Background: an optimization exercise with open tools, aiming at small area. Do not read the settings as production practice.
Where RTL was checked, it was by simulation tests only, not by an equivalence proof against the original.
Power is estimated from default activity; no workload was simulated.

==> flow/design.v <==
`timescale 1ns/1ns
`default_nettype none
package cf_pkg;
   localparam int num_slots   = 2;
   localparam int instr_w     = 32;
   localparam int addr_w      = 32;
   localparam int reg_addr_w  = 5;
   localparam int queue_depth = 4;
   localparam int wb_delay    = 2;    
endpackage
`default_nettype wire
`timescale 1ns/1ns
`default_nettype none
module cf_checker_top (
   input  logic             clk,
   input  logic             reset_,
   input  logic             cf_enable,
   input  logic [2:1]       commit,
   input  logic [2:1][31:0] slot_instr,
   input  logic [2:1][31:0] slot_pc,
   input  logic [2:1][2:0]  slot_isize,
   input  logic [2:1]       slot_taken,
   input  logic [2:1]       slot_is_dup,
   input  logic [2:1]       slot_received_kill,
   input  logic             dut_branch_taken,
   input  logic             rf_write_en,
   input  logic [4:0]       rf_write_rd,
   input  logic [31:0]      rf_write_data,
   output logic             rf_lock,
   output logic             rf_unlock,
   output logic             check_done,
   output logic             err_cf_dest,
   output logic             err_no_orig,
   output logic             err_link
);
   logic [6:0]  op1, op2;
   logic        cf1, cf2, found, sel_v, push, save, any_commit, same;
   logic [31:0] ins;
   logic [31:1] pc;
   logic        isz, dup, taken, br, adj;
   logic [1:0]  code;
   assign op1 = slot_instr[1][6:0];
   assign op2 = slot_instr[2][6:0];
   assign cf1 = commit[1] && (op1 == 7'b1100011 || op1 == 7'b1101111 || op1 == 7'b1100111);
   assign cf2 = commit[2] && (op2 == 7'b1100011 || op2 == 7'b1101111 || op2 == 7'b1100111);
   assign found = cf1 || cf2;
   assign ins   = cf1 ? slot_instr[1]       : slot_instr[2];
   assign pc    = cf1 ? slot_pc[1][31:1]    : slot_pc[2][31:1];
   assign isz   = cf1 ? slot_isize[1][2]    : slot_isize[2][2];
   assign dup   = cf1 ? slot_is_dup[1]      : slot_is_dup[2];
   assign taken = dup ? (dut_branch_taken || (cf1 ? slot_received_kill[1] : slot_received_kill[2]))
                      : (cf1 ? slot_taken[1] : slot_taken[2]);
   assign sel_v      = cf_enable && found;
   assign push       = sel_v && !dup;
   assign save       = sel_v && dup;
   assign any_commit = |commit;
   assign same       = cf1 && commit[2];    
   assign br   = !ins[2];                   
   assign adj  = br && !taken;              
   assign code = br ? {1'b0, taken} : {1'b1, ins[3]};
   logic [31:1] pc0;
   logic        isz0, adj0, chk0;
   logic [4:0]  rd0;
   logic [31:1] link0, base0;
   always_ff @(posedge clk) begin
      if (sel_v) begin
         pc0  <= pc;
         isz0 <= isz;
         adj0 <= adj;
      end
      rd0  <= ins[11:7];
      chk0 <= reset_ && sel_v && ins[2] && (ins[11:7] != 5'd0);
   end
   assign link0 = pc0 + (isz0 ? 31'd2 : 31'd1);
   assign base0 = adj0 ? link0 : pc0;
   logic        chk1;
   logic [4:0]  rd1;
   logic [31:1] lk1;
   always_ff @(posedge clk) begin
      chk1 <= reset_ && chk0;
      rd1  <= rd0;
      lk1  <= link0;
   end
   assign rf_lock   = chk1 && rf_write_en && (rf_write_rd != 5'd0);
   assign rf_unlock = rf_write_en && !rf_lock;
   always_ff @(posedge clk) begin
      err_link <= reset_ && chk1 &&
                  (!rf_write_en || (rf_write_rd != rd1) || (rf_write_data != {lk1, 1'b0}));
   end
   logic [26:0] q_ins [0:3];
   logic [31:1] q_off [0:3];
   logic [2:0]  hp, tp;
   logic        pend, dpend, held, pm;
   logic [31:1] np;
   logic        empty, compare, pop, wr_off;
   logic [1:0]  nw, ha;
   logic [31:1] m, d;
   assign empty   = hp == tp;
   assign compare = held && any_commit;
   assign pop     = compare && !empty;
   assign wr_off  = (pend && any_commit) || dpend;
   assign nw      = tp[1:0] - 2'd1;
   assign m       = dpend ? np : slot_pc[1][31:1];
   assign d       = m - pc0 - {29'd0, adj0 && isz0, adj0 && !isz0};
   assign ha      = hp[1:0] + {1'b0, pop};
   always_ff @(posedge clk) begin
      for (int i = 0; i < 4; i++) begin
         if (push && tp[1:0] == 2'(i))
            q_ins[i] <= {ins[31:7], code};
         if (wr_off && nw == 2'(i))
            q_off[i] <= d;
      end
      np <= slot_pc[2][31:1];
      if (save)
         pm <= q_ins[ha] != {ins[31:7], code};
   end
   always_ff @(posedge clk) begin
      if (!reset_) begin
         tp    <= '0;
         hp    <= '0;
         pend  <= 1'b0;
         dpend <= 1'b0;
         held  <= 1'b0;
      end else begin
         tp    <= tp + {2'd0, push};
         hp    <= hp + {2'd0, pop};
         pend  <= push ? !same : (pend && !any_commit);
         dpend <= push && same;
         held  <= save || (held && !any_commit);
      end
   end
   always_ff @(posedge clk) begin
      check_done  <= reset_ && compare;
      err_no_orig <= reset_ && compare && empty;
      err_cf_dest <= reset_ && compare && !empty && (pm || (d != q_off[hp[1:0]]));
   end
endmodule
`default_nettype wire
==> flow/config.mk <==
export PLATFORM = sky130hd
export DESIGN_NAME = cf_checker_top
export DESIGN_NICKNAME = cf_checker_top
export VERILOG_FILES = /design/flow/design.v
export SDC_FILE = /design/flow/constraint.sdc
export NUM_CORES = 4
export LEC_CHECK = 0
export CAP_MARGIN = 20
export CORE_MARGIN = 2
export CORE_UTILIZATION = 70
export CTS_CLUSTER_DIAMETER = 80
export CTS_CLUSTER_SIZE = 30
export SLEW_MARGIN = 20
==> flow/constraint.sdc <==
create_clock -name core_clock -period 8.0 [get_ports {clk}]
set_input_delay 1.6000 -clock core_clock [delete_from_list [all_inputs] [get_ports {clk}]]
set_output_delay 1.6000 -clock core_clock [all_outputs]
set_load 0.01 [all_outputs]
standard.sh (not shown) runs the stock make flow with config.mk's settings and CLKGATE_MAP_FILE= SYNTH_SCRIPT=/design/flow/synth_recipe.tcl, a recipe that flattens the netlist after the stock synthesis.
==> flow/flow/run.sh <==
#!/bin/bash
# Standard ORFS layout; the port buffers use the smallest buffer cell.
set -euo pipefail
export BUFFER_PORTS_ARGS="-buffer_cell sky130_fd_sc_hd__buf_1"
bash standard.sh finish > standard.log 2>&1
==> next run, changes <==
--- a/flow/design.v
+++ b/flow/design.v
@@ -70,9 +70,17 @@
       end
       rd0  <= ins[11:7];
       chk0 <= reset_ && sel_v && ins[2] && (ins[11:7] != 5'd0);
    end
-   assign link0 = pc0 + (isz0 ? 31'd2 : 31'd1);
+   logic [32:1] cl;
+   always_comb begin
+      cl[1] = !isz0;
+      for (int i = 1; i <= 31; i++) begin
+         link0[i] = pc0[i] ^ cl[i];
+         cl[i+1]  = pc0[i] && cl[i];
+         if (i == 1) cl[i+1] = cl[i+1] || isz0;
+      end
+   end
    assign base0 = adj0 ? link0 : pc0;
    logic        chk1;
    logic [4:0]  rd1;
    logic [31:1] lk1;
@@ -100,10 +108,17 @@
    assign pop     = compare && !empty;
    assign wr_off  = (pend && any_commit) || dpend;
    assign nw      = tp[1:0] - 2'd1;
    assign m       = dpend ? np : slot_pc[1][31:1];
-   assign d       = m - pc0 - {29'd0, adj0 && isz0, adj0 && !isz0};
    assign ha      = hp[1:0] + {1'b0, pop};
+   logic [32:1] cd;
+   always_comb begin
+      cd[1] = 1'b1;
+      for (int i = 1; i <= 31; i++) begin
+         d[i]    = m[i] ^ !base0[i] ^ cd[i];
+         cd[i+1] = (m[i] && !base0[i]) || (cd[i] && (m[i] ^ !base0[i]));
+      end
+   end
    always_ff @(posedge clk) begin
       for (int i = 0; i < 4; i++) begin
          if (push && tp[1:0] == 2'(i))
             q_ins[i] <= {ins[31:7], code};
This time the run finished but failed the layout checks on setup timing.
Hold slack loses 31 ps.
Final cell count shrinks by 15%.
Setup slack loses 8700 ps.
Utilization rises by 2.5 points.
Power falls by 2.9%.
Wire length is lower by 4.2%.
Global-route usage climbs by 1.3 points.
Combinational power is lower by 20%.
Area after synthesis fell by 7.9%.
Fmax went down by 65%.
Design area fell by 4.6%.
Synthesized cell count falls by 22%.
Clock-buffer cell count stays the same.
The RTL of the second run of this note was laid out without a check of its function.

[separate check: timing with driven ports]
The flow's constraints put no driver on any port. The routed layouts listed below were extracted and timed again, unchanged, in two steps.
Step 1 sets driving cells, clkbuf_16 on the clock port and buf_2 on the other inputs (assumed; they add their load-dependent delay and slew).
Step 2, shift: input delay + t, output delay - t, t = (earliest + latest rising clock arrival at the registers) / 2. This alone moves slack from input paths to output paths.
Three values: ideal ports, drivers, drivers and shift; two values: the first two.
run	t (ns)	setup WS [ns]	cell pins on the clock port's net
the first run	0.559	3.192 / 3.213 / 2.654	1
the second run	0.554	-5.553 / -5.545 / -6.099	1
For the second run, which loses most, drivers alone change the setup slack by +0.008 ns; drivers and shift together by -0.546 ns.
